What follows belongs to an exercise in optimizing a design on an open flow for small area; a production flow would make more cautious choices. Function was checked by simulation only, so behaviour that the tests miss may differ from the original. Power is estimated from default activity; no workload was simulated.

## the baseline
// decode
module decode #(
  parameter int WIDTH  = 32,
  parameter int REG_AW = 5
) (
  input  logic              clk,
  input  logic              rst,
  input  logic [31:0]       if_id_instr,
  input  logic [WIDTH-1:0]  if_id_npc,
  input  logic              id_flush,
  input  logic              mem_wb_reg_write,
  input  logic [REG_AW-1:0] mem_wb_write_reg,
  input  logic [WIDTH-1:0]  wb_write_data,
  output logic [1:0]        id_ex_wb,
  output logic [2:0]        id_ex_m,
  output logic [3:0]        id_ex_ex,
  output logic [WIDTH-1:0]  id_ex_npc,
  output logic [WIDTH-1:0]  id_ex_readdat1,
  output logic [WIDTH-1:0]  id_ex_readdat2,
  output logic [WIDTH-1:0]  id_ex_sign_ext,
  output logic [4:0]        id_ex_instr_2016,
  output logic [4:0]        id_ex_instr_1511
);
For scale: ~1,100 flip-flops, roughly 0.040 sq mm of cells after synthesis.
==> flow/config.mk <==
export PLATFORM = sky130hd
export DESIGN_NAME = decode
export DESIGN_NICKNAME = decode
export VERILOG_FILES = /design/flow/design.v
export SDC_FILE = /design/flow/constraint.sdc
export NUM_CORES = 4
export LEC_CHECK = 0
export CAP_MARGIN = 20
export CORE_MARGIN = 2
export CORE_UTILIZATION = 60
export PLACE_DENSITY = 0.72
export SLEW_MARGIN = 20
export SYNTH_HIERARCHICAL = 1
export SYNTH_MINIMUM_KEEP_SIZE = 0
==> flow/constraint.sdc <==
create_clock -name core_clock -period 6.0 [get_ports {clk}]
set_input_delay 1.2000 -clock core_clock [delete_from_list [all_inputs] [get_ports {clk}]]
set_output_delay 1.2000 -clock core_clock [all_outputs]
set_load 0.01 [all_outputs]
standard.sh (not shown) runs the stock make flow with config.mk's settings and CLKGATE_MAP_FILE= SYNTH_SCRIPT=/design/flow/synth_recipe.tcl, a recipe that flattens the netlist after the stock synthesis.
==> flow/flow/run.sh <==
#!/bin/bash
# The standard layout (standard.sh, all ORFS steps), with changes that only
# pick cell sizes:
#  - the buffers that buffer_ports puts on every input and output port are
#    sky130_fd_sc_hd__buf_1 instead of the default choice;
#  - before global placement, flow/upsize.tcl sizes the inverters that drive
#    the register file's select and write-data lines to inv_2;
#  - clock tree synthesis uses clkbuf_8 buffers in clusters of up to 16
#    sinks, without dummy loads.
# Each tool's log stays in orfs/logs/; make's own output goes to
# standard.log in this folder.
set -euo pipefail
here=$(pwd)
bash standard.sh \
  "BUFFER_PORTS_ARGS=-buffer_cell sky130_fd_sc_hd__buf_1" \
  "PRE_GLOBAL_PLACE_TCL=$here/flow/upsize.tcl" \
  "CTS_ARGS=-sink_clustering_enable -repair_clock_nets -dont_use_dummy_load -buf_list sky130_fd_sc_hd__clkbuf_8 -sink_clustering_size 16 -sink_clustering_max_diameter 80" \
  finish > standard.log 2>&1
==> flow/flow/upsize.tcl <==
# Run before global placement (PRE_GLOBAL_PLACE_TCL). The RTL drives each
# register-file row select and write-data column, about 32 loads each, from an
# inverter of its own, which synthesis maps to inv_1 as it cannot see the load.
# Give each such inverter (more than 11 loads) the inv_2 size, which has the
# same area, so that repair_design need not add buffers on those nets.
set big [[ord::get_db] findMaster sky130_fd_sc_hd__inv_2]
set n 0
foreach inst [[ord::get_db_block] getInsts] {
  if {[[$inst getMaster] getName] ne "sky130_fd_sc_hd__inv_1"} continue
  set net [[$inst findITerm Y] getNet]
  if {$net eq "NULL"} continue
  if {[llength [$net getITerms]] > 11} {
    $inst swapMaster $big
    incr n
  }
}
puts "upsize.tcl: $n inverters now sky130_fd_sc_hd__inv_2"
No stage failed in the baseline, and the final checks on the layout all came back clean.
The inputs of the candidate differ from those of the baseline as listed below.
Settings: PLACE_DENSITY: 0.72 -> 0.6; CORE_UTILIZATION: 60 -> 45.
diff --git a/flow/flow/run.sh b/flow/flow/run.sh
--- a/flow/flow/run.sh
+++ b/flow/flow/run.sh
@@ -5,5 +5,5 @@
 #    sky130_fd_sc_hd__buf_1 instead of the default choice;
 #  - before global placement, flow/upsize.tcl sizes the inverters that drive
-#    the register file's select and write-data lines to inv_2;
+#    the register file's select and write-data lines to inv_2 or inv_4;
 #  - clock tree synthesis uses clkbuf_8 buffers in clusters of up to 16
 #    sinks, without dummy loads.
==> flow/flow/upsize.tcl <==
# Run before global placement (PRE_GLOBAL_PLACE_TCL). The RTL drives each
# register-file row select and write-data column, about 32 loads each, from an
# inverter of its own, which synthesis maps to inv_1 as it cannot see the load.
# Give each such inverter (more than 11 loads) the inv_2 size, which has the
# same area, or inv_4 when it has more than 32 loads, so that repair_design
# need not add buffers on those nets.
set inv2 [[ord::get_db] findMaster sky130_fd_sc_hd__inv_2]
set inv4 [[ord::get_db] findMaster sky130_fd_sc_hd__inv_4]
set n2 0
set n4 0
foreach inst [[ord::get_db_block] getInsts] {
  if {[[$inst getMaster] getName] ne "sky130_fd_sc_hd__inv_1"} continue
  set net [[$inst findITerm Y] getNet]
  if {$net eq "NULL"} continue
  set loads [expr {[llength [$net getITerms]] - 1}]
  if {$loads > 32} {
    $inst swapMaster $inv4
    incr n4
  } elseif {$loads > 10} {
    $inst swapMaster $inv2
    incr n2
  }
}
puts "upsize.tcl: $n2 inverters now inv_2, $n4 now inv_4"
Notes after the runs:
Post-CTS clock slew at the launch and capture registers of the worst setup and hold paths delta (the baseline -> the candidate): insignificant. Taking the baseline as the reference, in the candidate layout-stage area growth over the synthesis result shows an increase of 0.74 points; non-clock buffer count decreased by about 8% relative to the old numbers; total net switching power increased by 1.1% relative to the old numbers.

========
Setup of job 5760:
Starting RTL as in the previous note.
Design decode, start of the top module:
module decode #(
  parameter int WIDTH  = 32,
  parameter int REG_AW = 5
) (
  input  logic              clk,
  input  logic              rst,
  input  logic [31:0]       if_id_instr,
  input  logic [WIDTH-1:0]  if_id_npc,
  input  logic              id_flush,
  input  logic              mem_wb_reg_write,
  input  logic [REG_AW-1:0] mem_wb_write_reg,
  input  logic [WIDTH-1:0]  wb_write_data,
  output logic [1:0]        id_ex_wb,
  output logic [2:0]        id_ex_m,
  output logic [3:0]        id_ex_ex,
  output logic [WIDTH-1:0]  id_ex_npc,
  output logic [WIDTH-1:0]  id_ex_readdat1,
  output logic [WIDTH-1:0]  id_ex_readdat2,
  output logic [WIDTH-1:0]  id_ex_sign_ext,
  output logic [4:0]        id_ex_instr_2016,
  output logic [4:0]        id_ex_instr_1511
);
export LEC_CHECK = 0
export CAP_MARGIN = 20
export CORE_MARGIN = 2
export CORE_UTILIZATION = 45
export PLACE_DENSITY = 0.6
export SLEW_MARGIN = 20
export SYNTH_HIERARCHICAL = 1
export SYNTH_MINIMUM_KEEP_SIZE = 0
create_clock -name core_clock -period 6.0 [get_ports {clk}]
==> flow/flow/run.sh <==
#!/bin/bash
# The standard layout (standard.sh, all ORFS steps), with changes that only
# pick cell sizes:
#  - the buffers that buffer_ports puts on every input and output port are
#    sky130_fd_sc_hd__buf_1 instead of the default choice;
#  - before global placement, flow/upsize.tcl sizes the inverters that drive
#    the register file's select and write-data lines to inv_2;
#  - clock tree synthesis uses clkbuf_8 buffers in clusters of up to 14
#    sinks, without dummy loads.
# Each tool's log stays in orfs/logs/; make's own output goes to
# standard.log in this folder.
set -euo pipefail
here=$(pwd)
bash standard.sh \
  "BUFFER_PORTS_ARGS=-buffer_cell sky130_fd_sc_hd__buf_1" \
  "PRE_GLOBAL_PLACE_TCL=$here/flow/upsize.tcl" \
  "CTS_ARGS=-sink_clustering_enable -repair_clock_nets -dont_use_dummy_load -buf_list sky130_fd_sc_hd__clkbuf_8 -sink_clustering_size 14 -sink_clustering_max_diameter 80" \
  finish > standard.log 2>&1
==> flow/flow/upsize.tcl <==
# Run before global placement (PRE_GLOBAL_PLACE_TCL). The RTL drives each
# register-file row select and write-data column, about 32 loads each, from an
# inverter of its own, which synthesis maps to inv_1 as it cannot see the load.
# Give each such inverter (more than 11 loads) the inv_2 size, which has the
# same area, so that repair_design need not add buffers on those nets.
set big [[ord::get_db] findMaster sky130_fd_sc_hd__inv_2]
set n 0
foreach inst [[ord::get_db_block] getInsts] {
  if {[[$inst getMaster] getName] ne "sky130_fd_sc_hd__inv_1"} continue
  set net [[$inst findITerm Y] getNet]
  if {$net eq "NULL"} continue
  if {[llength [$net getITerms]] > 11} {
    $inst swapMaster $big
    incr n
  }
}
puts "upsize.tcl: $n inverters now sky130_fd_sc_hd__inv_2"
Job 5760 reached the final stage; the timing, DRC and antenna checks on its layout passed.
Input-level comparison between job 8004 and job 5760:
Settings: PLACE_DENSITY changed from 0.6 to 0.72; CORE_UTILIZATION changed from 45 to 60.
diff --git a/flow/flow/run.sh b/flow/flow/run.sh
--- a/flow/flow/run.sh
+++ b/flow/flow/run.sh
@@ -6,4 +6,4 @@
 #  - before global placement, flow/upsize.tcl sizes the inverters that drive
-#    the register file's select and write-data lines to inv_2;
-#  - clock tree synthesis uses clkbuf_8 buffers in clusters of up to 14
+#    the register file's select and write-data lines to inv_2 or inv_4;
+#  - clock tree synthesis uses clkbuf_8 buffers in clusters of up to 16
 #    sinks, without dummy loads.
@@ -16,3 +16,3 @@
   "PRE_GLOBAL_PLACE_TCL=$here/flow/upsize.tcl" \
-  "CTS_ARGS=-sink_clustering_enable -repair_clock_nets -dont_use_dummy_load -buf_list sky130_fd_sc_hd__clkbuf_8 -sink_clustering_size 14 -sink_clustering_max_diameter 80" \
+  "CTS_ARGS=-sink_clustering_enable -repair_clock_nets -dont_use_dummy_load -buf_list sky130_fd_sc_hd__clkbuf_8 -sink_clustering_size 16 -sink_clustering_max_diameter 80" \
   finish > standard.log 2>&1
==> flow/flow/upsize.tcl <==
# Run before global placement (PRE_GLOBAL_PLACE_TCL). The RTL drives each
# register-file row select and write-data column, about 32 loads each, from an
# inverter of its own, which synthesis maps to inv_1 as it cannot see the load.
# Give each such inverter (more than 11 loads) the inv_2 size, which has the
# same area, or inv_4 when it has more than 32 loads, so that repair_design
# need not add buffers on those nets.
set inv2 [[ord::get_db] findMaster sky130_fd_sc_hd__inv_2]
set inv4 [[ord::get_db] findMaster sky130_fd_sc_hd__inv_4]
set n2 0
set n4 0
foreach inst [[ord::get_db_block] getInsts] {
  if {[[$inst getMaster] getName] ne "sky130_fd_sc_hd__inv_1"} continue
  set net [[$inst findITerm Y] getNet]
  if {$net eq "NULL"} continue
  set loads [expr {[llength [$net getITerms]] - 1}]
  if {$loads > 32} {
    $inst swapMaster $inv4
    incr n4
  } elseif {$loads > 10} {
    $inst swapMaster $inv2
    incr n2
  }
}
puts "upsize.tcl: $n2 inverters now inv_2, $n4 now inv_4"
==> results.txt <==
Taking job 5760 over job 8004, the highest ir drop seen on vdd ratio works out to 0.824.
Met3 global-route usage delta for job 8004 relative to job 5760: 5.6 points higher
Measured against each other, job 8004 and job 5760 differ in final worst setup slack, the lower figure coming from job 8004.
Relative to job 5760, portion of the clock cycle consumed by the worst path in the final layout has gone up in job 8004.
Any difference in clock latency on the worst-skew pair between job 5760 and job 8004 is small enough to ignore.
Job 8004 against job 5760; power density of the placed cells is down slightly.
Relative to job 8004, the following input files were edited for job 5919:
Settings: PLACE_DENSITY changed from 0.72 to 0.6; CORE_UTILIZATION changed from 60 to 45.
==> flow/flow/run.sh <==
#!/bin/bash
# The standard layout (standard.sh, all ORFS steps), with two changes that
# only pick smaller cells:
#  - the buffers that buffer_ports puts on every input and output port are
#    sky130_fd_sc_hd__buf_1 instead of the default choice;
#  - clock tree synthesis uses clkbuf_8 leaf/tree buffers in clusters of up
#    to 14 sinks, without dummy loads.
# Each tool's log stays in orfs/logs/; make's own output goes to
# standard.log in this folder.
set -euo pipefail
bash standard.sh \
  "BUFFER_PORTS_ARGS=-buffer_cell sky130_fd_sc_hd__buf_1" \
  "CTS_ARGS=-sink_clustering_enable -repair_clock_nets -dont_use_dummy_load -buf_list sky130_fd_sc_hd__clkbuf_8 -sink_clustering_size 14 -sink_clustering_max_diameter 80" \
  finish > standard.log 2>&1
removed: flow/flow/upsize.tcl
==> results.txt <==
- Sort job 8004 and job 5919 by initial detailed-routing violation count, ascending, and job 5919 comes first.
- Job 5919 vs job 8004 on maximum fanout count along the critical path: job 5919 is the lower one.
- Result for job 8004 and job 5919: all clean
- Summary: with job 8004 as the reference, final cell count in job 5919 moved up by a little under 10%.
- Relative to job 8004, the number of well taps measured on job 5919 has increased by more than a quarter.
- Maximum clock frequency for job 5919: 11 MHz down relative to job 8004
- Summary: with job 8004 as the reference, power spent charging and discharging nets in job 5919 moved up slightly.
- When job 5919 is measured against job 8004, its met1 usage in global routing turns out 9.3 points lower.
- Final critical-path setup slack on job 5919 is down relative to job 8004.

separate check: timing with driven ports:
In the flow no input, the clock included, has a driving cell. The finished layouts below were timed again as built, in two steps. Step 1 (the two cells are an assumption about what drives the block):
set clk [get_ports {clk}]
set_driving_cell -lib_cell sky130_fd_sc_hd__clkbuf_16 $clk
set_driving_cell -lib_cell sky130_fd_sc_hd__buf_2 [delete_from_list [all_inputs] $clk]
Step 2 adds t to the input delays and takes it off the output delays; t is the mean of the earliest and latest rising clock arrival at the registers after step 1. Input paths then give back, and output paths get back, about the clock's delay inside the block. a / b / c = ideal / step 1 / step 2; a / b = the first two.
run	t, ns	setup slack, ns	worst setup path after step 2
the baseline	0.793	0.925 / 0.860 / 1.654	register to output
the candidate	0.791	1.191 / 1.116 / 1.908	register to output
job 5760	0.793	1.080 / 1.007 / 1.758	input to register
job 8004	0.803	1.030 / 0.962 / 1.766	register to output
job 5919	0.802	0.745 / 0.673 / 1.475	register to output
After both steps setup and hold are still met in every run listed.
